From an optimization exercise on the open Yosys and OpenROAD flow, aimed at a short achievable clock period and few clock cycles per item; shortcuts taken in it are not production practice.
Function was checked by simulation only, so behaviour that the tests miss may differ from the original.
Power is estimated from default activity; no workload was simulated.

==> design.v <==
`timescale 1ns/100ps
`default_nettype none
package corePkg;
  typedef enum logic [4:0] {
    AluAnd     = 5'd0,
    AluEor     = 5'd1,
    AluSub     = 5'd2,
    AluRsb     = 5'd3,
    AluAdd     = 5'd4,
    AluAdc     = 5'd5,
    AluSbc     = 5'd6,
    AluRsc     = 5'd7,
    AluTst     = 5'd8,
    AluTeq     = 5'd9,
    AluCmp     = 5'd10,
    AluCmn     = 5'd11,
    AluOrr     = 5'd12,
    AluMov     = 5'd13,
    AluBic     = 5'd14,
    AluMvn     = 5'd15,
    AluAddFour = 5'd16
  } aluOpE;
  typedef enum logic [1:0] {
    StFetch,
    StMemRead,
    StDecode,
    StExecute
  } microStateE;
  typedef enum logic [3:0] {
    CondEq, CondNe, CondCs, CondCc, CondMi, CondPl, CondVs, CondVc,
    CondHi, CondLs, CondGe, CondLt, CondGt, CondLe, CondAl
  } condCodeE;
  typedef struct packed {
    logic n;
    logic z;
    logic c;
    logic v;
  } flagsT;
endpackage
`default_nettype wire
`timescale 1ns/100ps
`default_nettype none
module aluUnit (
  input  wire logic [32-1:0] a,
  input  wire logic [32-1:0] b,
  input  wire logic [4:0]    op,
  input  wire logic [3:0]    inFlagsW,
  output logic [32-1:0]      result,
  output corePkg::flagsT              outFlags
);
  corePkg::flagsT inFlags;
  assign inFlags = inFlagsW;
  localparam logic [32-1:0] FetchStep = 4;
  logic [32-1:0] addX;
  logic [32-1:0] addY;
  logic                   addCin;
  logic                   arith;
  logic [32:0]   sum;
  always_comb
  begin
    addX   = a;
    addY   = b;
    addCin = 1'b0;
    arith  = 1'b1;
    case (op)
      corePkg::AluSub, corePkg::AluCmp:
      begin
        addY   = ~b;
        addCin = 1'b1;
      end
      corePkg::AluRsb:
      begin
        addX   = b;
        addY   = ~a;
        addCin = 1'b1;
      end
      corePkg::AluAdd, corePkg::AluCmn: addCin = 1'b0;
      corePkg::AluAdc: addCin = inFlags.c;
      corePkg::AluSbc:
      begin
        addY   = ~b;
        addCin = inFlags.c;
      end
      corePkg::AluRsc:
      begin
        addX   = b;
        addY   = ~a;
        addCin = inFlags.c;
      end
      corePkg::AluAddFour: addY = FetchStep;
      default: arith = 1'b0;
    endcase
  end
  assign sum = {1'b0, addX} + {1'b0, addY} + {{32{1'b0}}, addCin};
  always_comb
  begin
    case (op)
      corePkg::AluAnd, corePkg::AluTst: result = a & b;
      corePkg::AluEor, corePkg::AluTeq: result = a ^ b;
      corePkg::AluOrr: result = a | b;
      corePkg::AluMov: result = b;
      corePkg::AluBic: result = a & ~b;
      corePkg::AluMvn: result = ~b;
      default: result = sum[32-1:0];
    endcase
  end
  always_comb
  begin
    outFlags.n = result[32-1];
    outFlags.z = ~|result;
    outFlags.c = arith ? sum[32] : inFlags.c;
    outFlags.v = arith ? (addX[32-1] == addY[32-1]) &&
                         (sum[32-1] != addX[32-1])
                       : inFlags.v;
  end
endmodule
`default_nettype wire
`timescale 1ns/100ps
`default_nettype none
module regFile (
  input  wire logic                       clk,
  input  wire logic                       rstN,
  input  wire logic [4-1:0] rdAddr,
  output logic [32-1:0]          rdData,
  input  wire logic                       wrEn,
  input  wire logic [4-1:0] wrAddr,
  input  wire logic [32-1:0]     wrData
);
  logic [32-1:0] regs [16];
  always_ff @(posedge clk or negedge rstN)
  begin
    if (!rstN)
    begin
      for (int i = 0; i < 16; i++)
        regs[i] <= '0;
      regs[15] <= 32'h0000_0000;
    end
    else if (wrEn)
      regs[wrAddr] <= wrData;
  end
  assign rdData = regs[rdAddr];
endmodule
`default_nettype wire
`timescale 1ns/100ps
`default_nettype none
module dataPath (
  input  wire logic                       clk,
  input  wire logic                       rstN,
  input  wire logic                       ctrlASelPc,
  input  wire logic [4:0]        ctrlAluOp,
  input  wire logic                       ctrlDestPc,
  input  wire logic                       ctrlRfWrEn,
  input  wire logic                       ctrlMarEn,
  input  wire logic                       ctrlIrEn,
  input  wire logic                       ctrlFlagsEn,
  output logic [32-1:0]          ctrlInstr,
  output corePkg::flagsT                  ctrlFlags,
  output logic [32-1:0]          wbAdr,
  input  wire logic [32-1:0]     wbDatI,
  output logic                            retireValid,
  output logic [4-1:0]      retireReg,
  output logic [32-1:0]          retireData
);
  localparam logic [4-1:0] PcIdx = 15;
  logic [32-1:0]     instrQ;
  logic [32-1:0]     marQ;
  corePkg::flagsT                      flagsQ;
  logic [4-1:0] rdAddr;
  logic [4-1:0] wrAddr;
  logic [32-1:0]     rdData;
  logic [32-1:0]     aluResult;
  corePkg::flagsT                      aluFlags;
  logic [32-1:0]     immExt;
  logic [2*32-1:0]   immRot;
  logic [32-1:0]     immB;
  assign immExt = {{(32-8){1'b0}}, instrQ[7:0]};
  assign immRot = {immExt, immExt} >> {instrQ[11:8], 1'b0};
  assign immB   = immRot[32-1:0];
  assign rdAddr = ctrlASelPc ? PcIdx : instrQ[19:16];
  assign wrAddr = ctrlDestPc ? PcIdx : instrQ[15:12];
  regFile regFileInst (
    .clk    (clk),
    .rstN   (rstN),
    .rdAddr (rdAddr),
    .rdData (rdData),
    .wrEn   (ctrlRfWrEn),
    .wrAddr (wrAddr),
    .wrData (aluResult)
  );
  aluUnit aluInst (
    .a        (rdData),
    .b        (immB),
    .op       (ctrlAluOp),
    .inFlagsW (flagsQ),
    .result   (aluResult),
    .outFlags (aluFlags)
  );
  always_ff @(posedge clk)
  begin
    if (ctrlIrEn)
      instrQ <= wbDatI;
    if (ctrlMarEn)
      marQ <= rdData;
  end
  always_ff @(posedge clk or negedge rstN)
  begin
    if (!rstN)
      flagsQ <= '0;
    else if (ctrlFlagsEn)
      flagsQ <= aluFlags;
  end
  assign ctrlInstr = instrQ;
  assign ctrlFlags = flagsQ;
  assign wbAdr      = marQ;
  assign retireValid = ctrlRfWrEn && !ctrlDestPc;
  assign retireReg   = wrAddr;
  assign retireData  = aluResult;
endmodule
`default_nettype wire
`timescale 1ns/100ps
`default_nettype none
module microSequencer (
  input  wire logic     clk,
  input  wire logic     rstN,
  output logic          ctrlASelPc,
  output corePkg::aluOpE ctrlAluOp,
  output logic          ctrlDestPc,
  output logic          ctrlRfWrEn,
  output logic          ctrlMarEn,
  output logic          ctrlIrEn,
  output logic          ctrlFlagsEn,
  input  wire logic [31:0] ctrlInstr,
  input  wire logic [3:0] ctrlFlags,
  output logic          wbCyc,
  output logic          wbStb,
  input  wire logic     wbAck
);
  corePkg::microStateE state;
  corePkg::microStateE stateNext;
  corePkg::condCodeE   cond;
  corePkg::flagsT      f;
  logic       condPass;
  logic       writesRd;
  assign cond = corePkg::condCodeE'(ctrlInstr[31:28]);
  assign f    = ctrlFlags;
  always_comb
  begin
    case (cond)
      corePkg::CondEq: condPass = f.z;
      corePkg::CondNe: condPass = !f.z;
      corePkg::CondCs: condPass = f.c;
      corePkg::CondCc: condPass = !f.c;
      corePkg::CondMi: condPass = f.n;
      corePkg::CondPl: condPass = !f.n;
      corePkg::CondVs: condPass = f.v;
      corePkg::CondVc: condPass = !f.v;
      corePkg::CondHi: condPass = f.c && !f.z;
      corePkg::CondLs: condPass = !f.c || f.z;
      corePkg::CondGe: condPass = f.n == f.v;
      corePkg::CondLt: condPass = f.n != f.v;
      corePkg::CondGt: condPass = !f.z && (f.n == f.v);
      corePkg::CondLe: condPass = f.z || (f.n != f.v);
      corePkg::CondAl: condPass = 1'b1;
      default: condPass = 1'b0;
    endcase
  end
  assign writesRd = ctrlInstr[24:23] != 2'b10;
  always_comb
  begin
    stateNext = state;
    case (state)
      corePkg::StFetch: stateNext = corePkg::StMemRead;
      corePkg::StMemRead: if (wbAck) stateNext = corePkg::StDecode;
      corePkg::StDecode: stateNext = condPass ? corePkg::StExecute : corePkg::StFetch;
      corePkg::StExecute: stateNext = corePkg::StFetch;
      default: stateNext = corePkg::StFetch;
    endcase
  end
  always_ff @(posedge clk or negedge rstN)
  begin
    if (!rstN)
      state <= corePkg::StFetch;
    else
      state <= stateNext;
  end
  always_comb
  begin
    ctrlASelPc  = 1'b0;
    ctrlAluOp   = corePkg::AluAddFour;
    ctrlDestPc  = 1'b0;
    ctrlRfWrEn  = 1'b0;
    ctrlMarEn   = 1'b0;
    ctrlIrEn    = 1'b0;
    ctrlFlagsEn = 1'b0;
    case (state)
      corePkg::StFetch:
      begin
        ctrlASelPc = 1'b1;
        ctrlDestPc = 1'b1;
        ctrlRfWrEn = 1'b1;
        ctrlMarEn  = 1'b1;
      end
      corePkg::StMemRead: ctrlIrEn = wbAck;
      corePkg::StExecute:
      begin
        ctrlAluOp   = corePkg::aluOpE'({1'b0, ctrlInstr[24:21]});
        ctrlRfWrEn  = writesRd;
        ctrlFlagsEn = ctrlInstr[20];
      end
      default: ;
    endcase
  end
  assign wbCyc = state == corePkg::StMemRead;
  assign wbStb = state == corePkg::StMemRead;
endmodule
`default_nettype wire
`timescale 1ns/100ps
`default_nettype none
module armCore (
  input  wire logic                       clk,
  input  wire logic                       rstN,
  output logic                            wbCyc,
  output logic                            wbStb,
  output logic [32-1:0]          wbAdr,
  input  wire logic [32-1:0]     wbDatI,
  input  wire logic                       wbAck,
  output logic                            retireValid,
  output logic [4-1:0]      retireReg,
  output logic [32-1:0]          retireData,
  output corePkg::flagsT                  flags
);
  logic                   ctrlASelPc;
  corePkg::aluOpE                  ctrlAluOp;
  logic                   ctrlDestPc;
  logic                   ctrlRfWrEn;
  logic                   ctrlMarEn;
  logic                   ctrlIrEn;
  logic                   ctrlFlagsEn;
  logic [32-1:0] ctrlInstr;
  corePkg::flagsT                  ctrlFlags;
  microSequencer sequencerInst (
    .clk   (clk),
    .rstN  (rstN),
    .ctrlASelPc  (ctrlASelPc),
    .ctrlAluOp   (ctrlAluOp),
    .ctrlDestPc  (ctrlDestPc),
    .ctrlRfWrEn  (ctrlRfWrEn),
    .ctrlMarEn   (ctrlMarEn),
    .ctrlIrEn    (ctrlIrEn),
    .ctrlFlagsEn (ctrlFlagsEn),
    .ctrlInstr   (ctrlInstr),
    .ctrlFlags   (ctrlFlags),
    .wbCyc (wbCyc),
    .wbStb (wbStb),
    .wbAck (wbAck)
  );
  dataPath dataPathInst (
    .clk         (clk),
    .rstN        (rstN),
    .ctrlASelPc  (ctrlASelPc),
    .ctrlAluOp   (ctrlAluOp),
    .ctrlDestPc  (ctrlDestPc),
    .ctrlRfWrEn  (ctrlRfWrEn),
    .ctrlMarEn   (ctrlMarEn),
    .ctrlIrEn    (ctrlIrEn),
    .ctrlFlagsEn (ctrlFlagsEn),
    .ctrlInstr   (ctrlInstr),
    .ctrlFlags   (ctrlFlags),
    .wbAdr       (wbAdr),
    .wbDatI      (wbDatI),
    .retireValid (retireValid),
    .retireReg   (retireReg),
    .retireData  (retireData)
  );
  assign flags = ctrlFlags;
endmodule
`default_nettype wire
==> run.sh <==
#!/bin/bash
# synth_recipe.tcl (not shown) runs the flow's synth.tcl, then flattens the netlist and writes it again
# the make line also repeats each setting of config.mk as NAME=value (left out here)
make -C /OpenROAD-flow-scripts/flow DESIGN_CONFIG=/design/flow/config.mk WORK_HOME=/design/flow/orfs CLKGATE_MAP_FILE= SYNTH_SCRIPT=/design/flow/synth_recipe.tcl finish
==> config.mk <==
export PLATFORM = sky130hd
export DESIGN_NAME = armCore
export DESIGN_NICKNAME = armCore
export VERILOG_FILES = /design/flow/design.v
export SDC_FILE = /design/flow/constraint.sdc
export NUM_CORES = 4
export LEC_CHECK = 0
export CAP_MARGIN = 20
export CORE_MARGIN = 2
export CORE_UTILIZATION = 40
export SLEW_MARGIN = 20
==> constraint.sdc <==
create_clock -name core_clock -period 9.0 [get_ports {clk}]
set_input_delay 1.8000 -clock core_clock [delete_from_list [all_inputs] [get_ports {clk}]]
set_output_delay 1.8000 -clock core_clock [all_outputs]
set_load 0.01 [all_outputs]
==> results.sh <==
export IMPL_status="no timing/DRC/antenna violations"
export IMPL_fin_crit_ns=8.70
export IMPL_path_max_fanout=19
export IMPL_cpPeakStageDelay_ns=0.54
export IMPL_path_cells="inv_1 -> ha_2 -> or3b_1 -> nor2_2 -> buf_4 -> buf_4 -> a22oi_1 -> nand4_1 -> o22a_1 -> o221ai_1 -> ha_1 -> a21oi_1 -> nor3b_1 -> or4_1 -> a41o_1 -> a21oi_2 -> o21ai_0 -> xor2_1 -> a221oi_2 -> buf_4 -> inv_1 -> clkdlybuf4s50_1"
export IMPL_hold_violations=0
export IMPL_end_kind="primary output"
export IMPL_drv_slew=0
export IMPL_dieArea_um2=76400
export IMPL_ys_warn_count=5
export IMPL_route_detailed_wl_per_inst_um=25.4
export IMPL_place_gp_congestion=0.902
export IMPL_fin_skew_ns=0.0488
export IMPL_nFillCells=6993
export IMPL_drt_total_wl_um=110000
export IMPL_pin_count=110
export IMPL_port_buffer_count=106
export IMPL_path_depth=22
export IMPL_drive_above_1_share=0.118
export IMPL_path_clk_slew_ns=0.06
export IMPL_min_path_cells=2
export IMPL_crit_type="flop to primary output"
export IMPL_async_flop_share=0.895
export IMPL_drtIter0Drc=3193
export IMPL_clock_path_buffers=3
export IMPL_synth_seq_cells=579
export IMPL_antenna_found_initial=0
export IMPL_yosysSeqAreaShare=0.498
export IMPL_multiInputGateArea_um2=13800
export IMPL_cts_sinks=579
export IMPL_dp_cells=4210
export IMPL_overflow=0
export IMPL_dieWidth_um=276
export IMPL_cts_tree="done"
export IMPL_slew_headroom=0.195
export IMPL_synth_cells=3269
export IMPL_yosysUniqueCellTypes=86
export IMPL_fmax_mhz=115
export IMPL_cp_common_cell="buf_4"
export IMPL_ir_drop_mv=0.184
export IMPL_coreArea_um2=73200
export IMPL_rsz0062_at_grt="no"
export IMPL_critPathTopFamily="compound AO/OA/AOI/OAI gates"
export IMPL_ant_nets=0
export IMPL_die_y_um=276
export IMPL_powerDensity_nw_per_um2=347
export IMPL_reg2reg_depth=23
export IMPL_worst_slew_pin_transition_ns=1.21
export IMPL_grt_start_max_net_pins=161
export IMPL_start_util=0.405
export IMPL_synth_nets=3373
export IMPL_hpwl_um=70300
export IMPL_grt_pass1_wl_um=163000
export IMPL_crit_arrival_ns=6.90
export IMPL_rows=99
export IMPL_antenna_cells=0
export IMPL_htree_levels=2
export IMPL_numCtsBuffers=61
export IMPL_yosys_most_used_dff="dfrtp_1"
export IMPL_cp_start_kind="flop"
export IMPL_synth_edff_count=61
export IMPL_nNetsFinal=3423
export IMPL_via_per_inst=5.91
export IMPL_synth_area_um2=29700
export IMPL_p_leak_nw=15.2
export IMPL_clk_latency_ns=0.68
export IMPL_setup_violations=0
export IMPL_regArea_um2=14800
export IMPL_syn_avg_cell_area_um2=9.08
export IMPL_synthToLayoutAreaGrowth_pct=15.2
export IMPL_cp_slowest_cell="or3b_1"
export IMPL_cts_root_buf="clkbuf_16"
export IMPL_fin_crit_sh=0.967
export IMPL_tns_ns=0
export IMPL_grt_usage=0.282
export IMPL_grt_pass1_vias=24200
export IMPL_route_vias_total=25600
export IMPL_post_route_drc_count=0
export IMPL_layout_cells_non_filler=4324
export IMPL_dr_pass1_iters=6
export IMPL_critPathBufInv=6
export IMPL_hold_class="flop to flop"
export IMPL_max_cap_viol_count=0
export IMPL_cp_required_ns=7.20
## tightest hold or removal path: cells and delay by family, from the launching register on
family           cells  cell delay (ns)
flip-flops           1             0.34
AND/OR/NAND/NOR      2             0.10
## path summary, 6_finish.rpt
kind,startpoint,to,slack (ns)
setup / recovery,sequencerInst.state[0],retireData[26],0.30
max in group asynchronous,rstN,dataPathInst.regFileInst.regs[10][18],5.88
hold reg to reg,dataPathInst.regFileInst.regs[3][8],dataPathInst.regFileInst.regs[3][8],0.47
setup reg to reg,sequencerInst.state[0],dataPathInst.flagsQ[2],1.52
hold / removal,dataPathInst.regFileInst.regs[3][8],dataPathInst.regFileInst.regs[3][8],0.47
min in group asynchronous,rstN,dataPathInst.regFileInst.regs[11][26],1.11
## stage by stage
| step | power [mW] | hold WS (ns) | util | worst slack (ns) | area [um2] |
|---|---|---|---|---|---|
| finish | 11.9 | 0.472 | 0.467 | 0.296 | 34200 |
| global route | 12.5 | 0.489 | 0.467 | 0.0206 | 34200 |
| CTS | 11.8 | 0.473 | 0.465 | 0.0286 | 34100 |
| detailed placement | 9.30 | 0.458 | 0.439 | 0.534 | 32100 |
| global placement | 9.22 | 0.455 | 0.439 | 0.483 | 32100 |
| floorplan | 6.79 | 0.439 | - | 0.774 | 29700 |
## flip-flops by register name (all words and copies together) (netlist names)
name	count
dataPathInst.flagsQ	4
dataPathInst.instrQ	29
dataPathInst.marQ	32
dataPathInst.regFileInst.regs	512
sequencerInst.state	2
## synthesized netlist by cell type, types with 37 or more instances
cell type	number	area share
clkbuf_1	207	0.026
ha_1	67	0.028
inv_1	77	0.0097
a21oi_1	109	0.018
o221ai_1	37	0.011
nand3_1	65	0.011
nor2_1	118	0.015
dfrtp_1	518	0.44
mux2_2	78	0.030
edfxtp_1	61	0.062
a22oi_1	153	0.039
nand2_1	817	0.10
o21ai_0	431	0.073
## routing by layer
layer,GRT usage,part of all wire,vias up
met5,0,0,-
met4,0.101,0.037,0
met3,0.0468,0.087,246
met2,0.451,0.46,1086
met1,0.388,0.42,12600
li1,-,-,11700
## repair_timing
item                                    CTS  global route
resized for setup                         3            15
setup buffers                             0             5
hold buffers                              0             0
pin swaps                                 0             0
endpoints found under the setup margin    3            12
## layout by cell type, fill, tap and decap left out, types with 22 or more instances in the layout
master,synthesis,final
ha_1,67,66
nand2_1,817,808
o221ai_1,37,37
edfxtp_1,61,61
buf_4,6,133
dfrtp_1,518,518
nor2_1,118,104
clkdlybuf4s50_1,0,105
o211ai_1,23,23
nor3_1,22,22
mux2i_1,29,29
o21ai_0,431,431
mux2_2,78,78
a221oi_1,30,22
nand4_1,26,26
a21oi_1,109,106
nand3_1,65,57
a22oi_1,153,153
clkbuf_16,0,62
inv_1,77,77
## cell families (layout without fill, tap and decap cells)
| kind of cell | count (synthesis) | count (layout) | share of synthesized area |
|---|---|---|---|
| AOI/OAI and AO/OA | 980 | 980 | 0.211 |
| xor gates and xnor gates | 29 | 29 | 0.00856 |
| adders and majority gates | 69 | 69 | 0.0296 |
| buffers and inverters | 339 | 435 | 0.0462 |
| DFF | 579 | 579 | 0.498 |
| muxes | 108 | 108 | 0.0398 |
| and+or+nand+nor | 1165 | 1165 | 0.166 |
## report_power, final
group	switching, mW	total (mW)	leakage [nW]	internal, mW
clock network	1.11	2.47	0.941	1.36
logic	3.50	5.29	6.59	1.80
registers	0.493	4.09	7.65	3.60
## area by class of cell
cell class / instances / area share
inverters: 80 / 0.00878
well taps: 959 / 0.0351
flip-flops and latches: 579 / 0.433
clock buffers: 89 / 0.0505
repair buffers: 246 / 0.0640
multi-input cells: 2351 / 0.404
clock inverters: 20 / 0.00516
Testbench counts, summed over its fixed seeds: cycles 44,637, instrs 9,600.

what the ideal ports hide:
The flow's constraints put no driver on any port. The routed layout listed below was extracted and timed again, unchanged, in two steps.
Step 1 sets driving cells, clkbuf_16 on the clock port and buf_2 on the other inputs (assumed; they add their load-dependent delay and slew).
Step 2, shift: input delay + t, output delay - t, t = (earliest + latest rising clock arrival at the registers) / 2. This alone moves slack from input paths to output paths.
Three values: ideal, step 1, step 2; two values: the first two.
shift t [ns]: 0.714
setup slack, ns: 0.296 / 0.234 / 0.948
worst data-port slew with drivers (ns): 0.07
cell pins on the clock port's net: 1
After both steps this run still meets setup and hold. The setup slack of this run moves by -0.062 ns with the drivers and by +0.652 ns with both steps.
